Context: an optimization exercise on an open-source flow, tuned for small area, a short achievable clock period and few clock cycles per item. The choices shown serve that exercise and are no tape-out recipe. Only simulation tests tie the RTL to the original design; equivalence was not proved. No activity file was given, so power comes from the tool's default toggle rates.

==> inputs of willow <==
==> flow/design.v (excerpt) <==
module running_mean_variance_stats (
    input  logic        aclk,
    input  logic        aresetn,
    input  logic        cfg_valid,
    output logic        cfg_ready,
    input  logic [47:0] cfg_data,
    input  logic        s_tvalid,
    output logic        s_tready,
    input  logic [31:0] s_tdata,    
    input  logic        s_tuser,    
    output logic        m_tvalid,
    input  logic        m_tready,
    output logic [119:0] m_tdata
);
    logic [31:0] n_reg, mean_reg;
    logic [63:0] s_reg;
    logic [47:0] busy_reg, total_reg;
    logic [31:0] sd_reg;           
    logic [16:0] util_reg;
    logic        pend_reg;         
    logic        stale_reg;        
    logic        xv_reg, xm_reg;
    logic [31:0] x_reg;
    logic        f_busy, f_neg, f_dbit, f_qbit, f_util;
    logic [5:0]  f_cnt;
    logic [31:0] f_rem, f_nq, f_d1;
    logic [63:0] f_acc;
    logic        r_busy, r_kz;
    logic [4:0]  r_cnt;
    logic [31:0] r_k;
    logic [63:0] r_rem, r_q;
    logic        u_run, u_done, u_isbusy, u_bit, u_tz;
    logic [4:0]  u_cnt;
    logic [47:0] u_rem;
    logic [16:0] u_q;
    logic        p_v, p_busy;      
    logic        h_v, h_busy;      
    logic [16:0] h_val;
    logic s_fire, c_fire, m_fire;
    assign s_tready  = !xv_reg;
    assign cfg_ready = !xv_reg && !u_run && !p_v;
    assign m_tvalid  = pend_reg && !r_busy;
    assign m_tdata   = {7'd0, util_reg, sd_reg, mean_reg, n_reg};
    assign s_fire = s_tvalid && s_tready;
    assign c_fire = cfg_valid && cfg_ready;
  ...
export LEC_CHECK = 0
export CAP_MARGIN = 20
export CORE_MARGIN = 2
export CORE_UTILIZATION = 40
export SLEW_MARGIN = 20
create_clock -name core_clock -period 10.0 [get_ports {aclk}]
standard.sh (not shown) runs the stock make flow with config.mk's settings and CLKGATE_MAP_FILE= SYNTH_SCRIPT=/design/flow/synth_recipe.tcl, a recipe that flattens the netlist after the stock synthesis.
==> flow/flow/run.sh <==
#!/bin/bash
set -euo pipefail
bash standard.sh SETUP_SLACK_MARGIN=6.5 finish > standard.log 2>&1
==> garnet (differences from willow) <==
--- a/flow/design.v
+++ b/flow/design.v
@@ -27,15 +27,16 @@
     logic [47:0] busy_reg, total_reg;
     logic [31:0] sd_reg;           
     logic [16:0] util_reg;
     logic        pend_reg;         
     logic        stale_reg;        
     logic        xv_reg, xm_reg;
     logic [31:0] x_reg;
-    logic        f_busy, f_neg, f_dbit, f_qbit, f_util;
+    logic        f_busy, f_neg, f_util;
+    logic        f_hen, f_hsub;    
     logic [5:0]  f_cnt;
     logic [31:0] f_rem, f_nq, f_d1;
     logic [63:0] f_acc;
     logic        r_busy, r_kz;
     logic [4:0]  r_cnt;
     logic [31:0] r_k;
     logic [63:0] r_rem, r_q;
@@ -51,70 +52,78 @@
     assign cfg_ready = !xv_reg && !u_run && !p_v;
     assign m_tvalid  = pend_reg && !r_busy;
     assign m_tdata   = {7'd0, util_reg, sd_reg, mean_reg, n_reg};
     assign s_fire = s_tvalid && s_tready;
     assign c_fire = cfg_valid && cfg_ready;
     assign m_fire = m_tvalid && m_tready;
     logic n_max;                   
+    logic n_ge3;                   
     logic u_start;
     assign u_start = p_v && !u_run && !u_done;
     logic need_u;
     assign need_u = xm_reg || stale_reg;
     logic disp;
     assign disp = xv_reg && !f_busy && (!need_u || !p_v);
+    logic [49:0] xb_sum;
     logic [32:0] xm_diff;
     logic [31:0] mx_diff, d1_new;
-    assign xm_diff = {1'b0, x_reg} - {1'b0, mean_reg};
-    assign mx_diff = mean_reg - x_reg;
+    assign xb_sum  = {1'b0, xm_reg ? {1'b0, busy_reg} : {17'h1FFFF, ~mean_reg}, !xm_reg} +
+                     {18'd0, x_reg, !xm_reg};
+    assign xm_diff = xb_sum[33:1];
+    logic [32:0] mq_sum;
+    assign mq_sum  = {mean_reg, 1'b1} +
+                     (f_busy ? {f_nq ^ {32{f_neg}}, f_neg} : {~x_reg, 1'b1});
+    assign mx_diff = mq_sum[32:1];
     assign d1_new  = xm_diff[32] ? mx_diff : xm_diff[31:0];
     logic [48:0] b_sum;
+    assign b_sum = xb_sum[49:1];
     logic [47:0] b_new;
-    assign b_sum = {1'b0, busy_reg} + {17'd0, x_reg};
     assign b_new = b_sum[48] ? 48'hFFFF_FFFF_FFFF : b_sum[47:0];
     logic [32:0] f_sh;
     logic [34:0] f_dsum;
     logic [33:0] f_diff;
     logic        f_ge;
     assign f_sh   = {f_rem, f_nq[31]};
     assign f_dsum = {1'b0, f_sh, 1'b1} + {2'b11, ~n_reg, n_max};
     assign f_diff = f_dsum[34:1];
     assign f_ge   = !f_diff[33];
     logic [63:0] f_acc2, f_hor;
     assign f_acc2 = {f_acc[62:0], 1'b0};
     logic        f_sub;
     logic [63:0] f_add;
-    assign f_sub = f_qbit && !f_dbit;
-    assign f_add = (f_dbit ^ f_qbit) ? ({32'd0, f_d1} ^ {64{f_sub}}) : 64'd0;
-    logic [64:0] f_hsum;
-    assign f_hsum = {f_acc2, 1'b1} + {f_add, f_sub};
-    assign f_hor  = f_hsum[64:1];
+    assign f_sub = f_hsub;
+    assign f_add = f_hen ? ({32'd0, f_d1} ^ {64{f_sub}}) : 64'd0;
     logic [65:0] s_ca, s_cb, s_cc, s_cs, s_cy;
     logic [66:0] s_sum;
     logic [63:0] s_new;
     assign s_ca  = {2'b00, s_reg};
     assign s_cb  = {1'b0, f_acc2[63:0], 1'b0} >> 1;
     assign s_cc  = {{2{f_add[63]}}, f_add};
     assign s_cs  = s_ca ^ s_cb ^ s_cc;
     assign s_cy  = (s_ca & s_cb) | (s_ca & s_cc) | (s_cb & s_cc);
-    assign s_sum = {s_cs, f_sub} + {s_cy[64:0], 1'b0, f_sub};
+    logic [66:0] h_a, h_b;
+    assign h_a   = f_cnt[5] ? {s_cs, f_sub} : {2'b00, f_acc2, 1'b1};
+    assign h_b   = f_cnt[5] ? {s_cy[64:0], 1'b0, f_sub} : {{2{f_add[63]}}, f_add, f_sub};
+    assign s_sum = h_a + h_b;
+    assign f_hor = s_sum[64:1];
     assign s_new = s_sum[65] ? 64'hFFFF_FFFF_FFFF_FFFF : s_sum[64:1];
-    logic [32:0] m_sum;
     logic [31:0] mean_new, n_new, k_new;
-    assign m_sum    = {mean_reg, 1'b1} + {f_nq ^ {32{f_neg}}, f_neg};
-    assign mean_new = m_sum[32:1];
+    assign mean_new = mq_sum[32:1];
     assign n_new    = n_max ? n_reg : n_reg + 32'd1;
     assign k_new    = n_max ? 32'hFFFF_FFFE : n_reg;
     logic f_fin;
     assign f_fin = f_busy && f_cnt[5];    
+    logic slot;
+    assign slot = !pend_reg;
     logic commit_s;
-    assign commit_s = f_fin && !pend_reg && !(h_v && h_busy) &&
+    assign commit_s = f_fin && slot && !(h_v && h_busy) &&
                       !((u_run || u_done) && u_isbusy) && !(p_v && p_busy) &&
                       !(f_util && !h_v);
     logic commit_b;
-    assign commit_b = h_v && h_busy && !pend_reg;
+    assign commit_b = h_v && h_busy && slot;
     logic h_pop;
     assign h_pop = commit_b || (commit_s && f_util);
     logic h_load;
     assign h_load = u_done && (!h_v || h_pop);
     logic [65:0] r_r4;
     logic [66:0] r_diff, r_ca, r_cb, r_cc, r_cs, r_cy;
     logic        r_b;
@@ -139,14 +148,15 @@
     assign u_ge   = !u_diff[49];
     logic [16:0] u_val;
     assign u_val = u_tz ? 17'd0 : (u_q[16] ? 17'h10000 : {1'b0, u_q[15:0]});
     always_ff @(posedge aclk) begin
         if (!aresetn) begin
             n_reg     <= '0;
             n_max     <= 1'b0;
+            n_ge3     <= 1'b0;
             mean_reg  <= '0;
             s_reg     <= '0;
             busy_reg  <= '0;
             total_reg <= '0;
             sd_reg    <= '0;
             util_reg  <= '0;
             pend_reg  <= 1'b0;
@@ -178,54 +188,53 @@
                     p_busy <= xm_reg;
                 end
                 if (xm_reg) begin
                     busy_reg <= b_new;
                 end else begin
                     f_busy <= 1'b1;
                     f_util <= stale_reg;
-                    f_cnt  <= 6'd0;
                     f_neg  <= xm_diff[32];
                     f_d1   <= d1_new;
-                    f_nq   <= d1_new;
-                    f_rem  <= '0;
-                    f_acc  <= '0;
-                    f_dbit <= 1'b0;
-                    f_qbit <= 1'b0;
+                    f_hsub <= 1'b0;
+                    if (n_ge3) begin
+                        f_cnt  <= 6'd2;
+                        f_nq   <= {d1_new[29:0], 2'b00};
+                        f_acc  <= d1_new[31] ? {32'd0, d1_new} : 64'd0;
+                        f_hen  <= d1_new[30];
+                    end else begin
+                        f_cnt  <= 6'd0;
+                        f_nq   <= d1_new;
+                        f_acc  <= '0;
+                        f_hen  <= 1'b0;
+                    end
                 end
             end
             if (f_busy && !f_cnt[5]) begin
-                f_rem  <= f_ge ? f_diff[31:0] : f_sh[31:0];
                 f_nq   <= {f_nq[30:0], f_ge};
-                f_dbit <= f_nq[31];
-                f_qbit <= f_ge;
+                f_hen  <= f_nq[31] ^ f_ge;
+                f_hsub <= f_ge && !f_nq[31];
                 f_acc  <= f_hor;
                 f_cnt  <= f_cnt + 6'd1;
             end
             if (u_start) begin
                 p_v      <= 1'b0;
                 u_run    <= 1'b1;
                 u_isbusy <= p_busy;
                 u_cnt    <= 5'd0;
                 u_tz     <= (total_reg == 48'd0);
-                u_rem    <= {1'b0, busy_reg[47:1]};
-                u_bit    <= busy_reg[0];
             end
             if (u_run) begin
-                u_rem <= u_ge ? u_diff[47:0] : u_sh[47:0];
-                u_bit <= 1'b0;
                 u_q   <= {u_q[15:0], u_ge};
                 u_cnt <= u_cnt + 5'd1;
                 if (u_cnt == 5'd16) begin
                     u_run  <= 1'b0;
                     u_done <= 1'b1;
                 end
             end
             if (r_busy) begin
-                r_rem  <= r_b ? r_diff[63:0] : r_r4[63:0];
-                r_q    <= r_b ? r_qk : r_q2;
                 sd_reg <= {sd_reg[30:0], r_b};
                 s_reg  <= {s_reg[61:0], s_reg[63:62]};
                 r_cnt  <= r_cnt + 5'd1;
                 if (r_cnt == 5'd31) r_busy <= 1'b0;
             end
             if (h_load) begin
                 h_v    <= 1'b1;
@@ -235,26 +244,54 @@
             end else if (h_pop) begin
                 h_v    <= 1'b0;
             end
             if (commit_s) begin
                 f_busy   <= 1'b0;
                 n_reg    <= n_new;
                 n_max    <= n_max || (n_reg == 32'hFFFF_FFFE);
+                n_ge3    <= n_ge3 || (n_reg == 32'd2);
                 mean_reg <= mean_new;
-                s_reg    <= s_new;
                 pend_reg <= 1'b1;
                 r_busy   <= 1'b1;
-                r_cnt    <= 5'd0;
                 r_k      <= k_new;
                 r_kz     <= n_reg == 32'd0;
-                r_rem    <= '0;
-                r_q      <= '0;
+                sd_reg   <= '0;
+                if (|n_reg[31:4]) begin
+                    r_cnt <= 5'd2;
+                    s_reg <= {s_new[59:0], s_new[63:60]};
+                end else begin
+                    r_cnt <= 5'd0;
+                    s_reg <= s_new;
+                end
                 if (f_util) util_reg <= h_val;
             end else if (commit_b) begin
                 util_reg <= h_val;
                 pend_reg <= 1'b1;
             end else if (m_fire) begin
                 pend_reg <= 1'b0;
             end
         end
     end
+    always_ff @(posedge aclk) begin
+        if (disp && !xm_reg) begin
+            if (n_ge3) f_rem <= {30'd0, d1_new[31:30]};
+            else       f_rem <= '0;
+        end else begin
+            f_rem <= f_ge ? f_diff[31:0] : f_sh[31:0];
+        end
+        if (u_start) begin
+            u_rem <= {1'b0, busy_reg[47:1]};
+            u_bit <= busy_reg[0];
+        end else begin
+            u_rem <= u_ge ? u_diff[47:0] : u_sh[47:0];
+            u_bit <= 1'b0;
+        end
+        if (commit_s) begin
+            r_q <= '0;
+            if (|n_reg[31:4]) r_rem <= {60'd0, s_new[63:60]};
+            else              r_rem <= '0;
+        end else begin
+            r_rem <= r_b ? r_diff[63:0] : r_r4[63:0];
+            r_q   <= r_b ? r_qk : r_q2;
+        end
+    end
 endmodule
==> flow/run.sh (new file) <==
#!/bin/bash
# synth_recipe.tcl (not shown) runs the flow's synth.tcl, then flattens the netlist and writes it again
# the make line also repeats each setting of config.mk as NAME=value (left out here)
make -C /OpenROAD-flow-scripts/flow DESIGN_CONFIG=/design/flow/config.mk WORK_HOME=/design/flow/orfs CLKGATE_MAP_FILE= SYNTH_SCRIPT=/design/flow/synth_recipe.tcl finish
CAP_MARGIN = 10   (was 20)
CTS_BUF_LIST = sky130_fd_sc_hd__clkbuf_16   (was unset)
CTS_CLUSTER_DIAMETER = 100   (was unset)
CTS_CLUSTER_SIZE = 24   (was unset)
SETUP_SLACK_MARGIN = 5   (was unset)
SLEW_MARGIN = 10   (was 20)
removed: flow/flow/run.sh
removed: flow/standard.sh
==> qor summary <==
| item | willow | garnet |
|---|---|---|
| Outcome | finished clean | finished clean |
| Top-area cell type share of the netlist area | 0.2467 | 0.1932 |
| Flip-flop and latch power | 3420 µW | 4110 µW |
| Pre-CTS setup slack | 3.410 ns | 3.839 ns |
| Count of buffers not belonging to the clock network in the layout | 669 | 307 |
| Sequential cell area share | 0.2677 | 0.3055 |
| R2R depth | 24 | 19 |
| Switching power share of the total | 0.2957 | 0.4450 |
| Comb power frac | 0.216 | 0.592 |
| Required @ worst endpoint | 10.61 ns | 10.55 ns |
| Non-clk invs | 568 | 509 |
| Biggest area consumer among synthesized cells | edfxtp_1 | dfxtp_1 |
| First-pass GRT wire length | 270.9 mm | 230.7 mm |
| Slack of the worst reg-to-reg path | 5.28 ns | 5.05 ns |
| Number of synthesized register bits | 743 | 744 |
| Post-Synth Simple-Gate Area | 0.1507 | 0.1656 |
| Met1 layer wirelength in the final routing | 77.42 mm | 68.63 mm |
| Sequential area share after synthesis | 0.3478 | 0.3407 |
| Terminus of the critical flop-to-flop path | s_reg[38] | s_reg[62] |
| N_taps | 1,876 | 1,662 |
| Post-DR wirelength/cell | 20.00 µm | 18.85 µm |
| Fraction of met1 tracks used by global routing | 0.3149 | 0.2966 |
Testbench counts of willow, summed over its fixed seeds: cycles 50,536, items 2,048.
Testbench counts of garnet, summed over its fixed seeds: cycles 48,282, items 2,048.

what the ideal ports hide:
In the flow no input, the clock included, has a driving cell. The finished layouts below were timed again as built, in two steps. Step 1: set_driving_cell puts a clkbuf_16 on aclk and a buf_2 on each other input, an assumption about the parent block. Step 2 also shifts input and output timing later by t, the mid clock arrival at the registers, as if the neighbouring blocks saw the same clock. a / b / c = no drivers / after step 1 / after step 2; a / b = the first two.
run	t, ns	setup WS [ns]	hold WS [ns]
willow	0.782	5.280 / 5.280 / 5.280	0.442 / 0.442 / 0.442
garnet	0.733	5.051 / 5.051 / 4.877	0.443 / 0.443 / 0.443
After both steps every run listed still meets setup and hold. The setup slack of garnet, which loses most, moves by 0.000 ns with the drivers and by -0.174 ns with both steps.
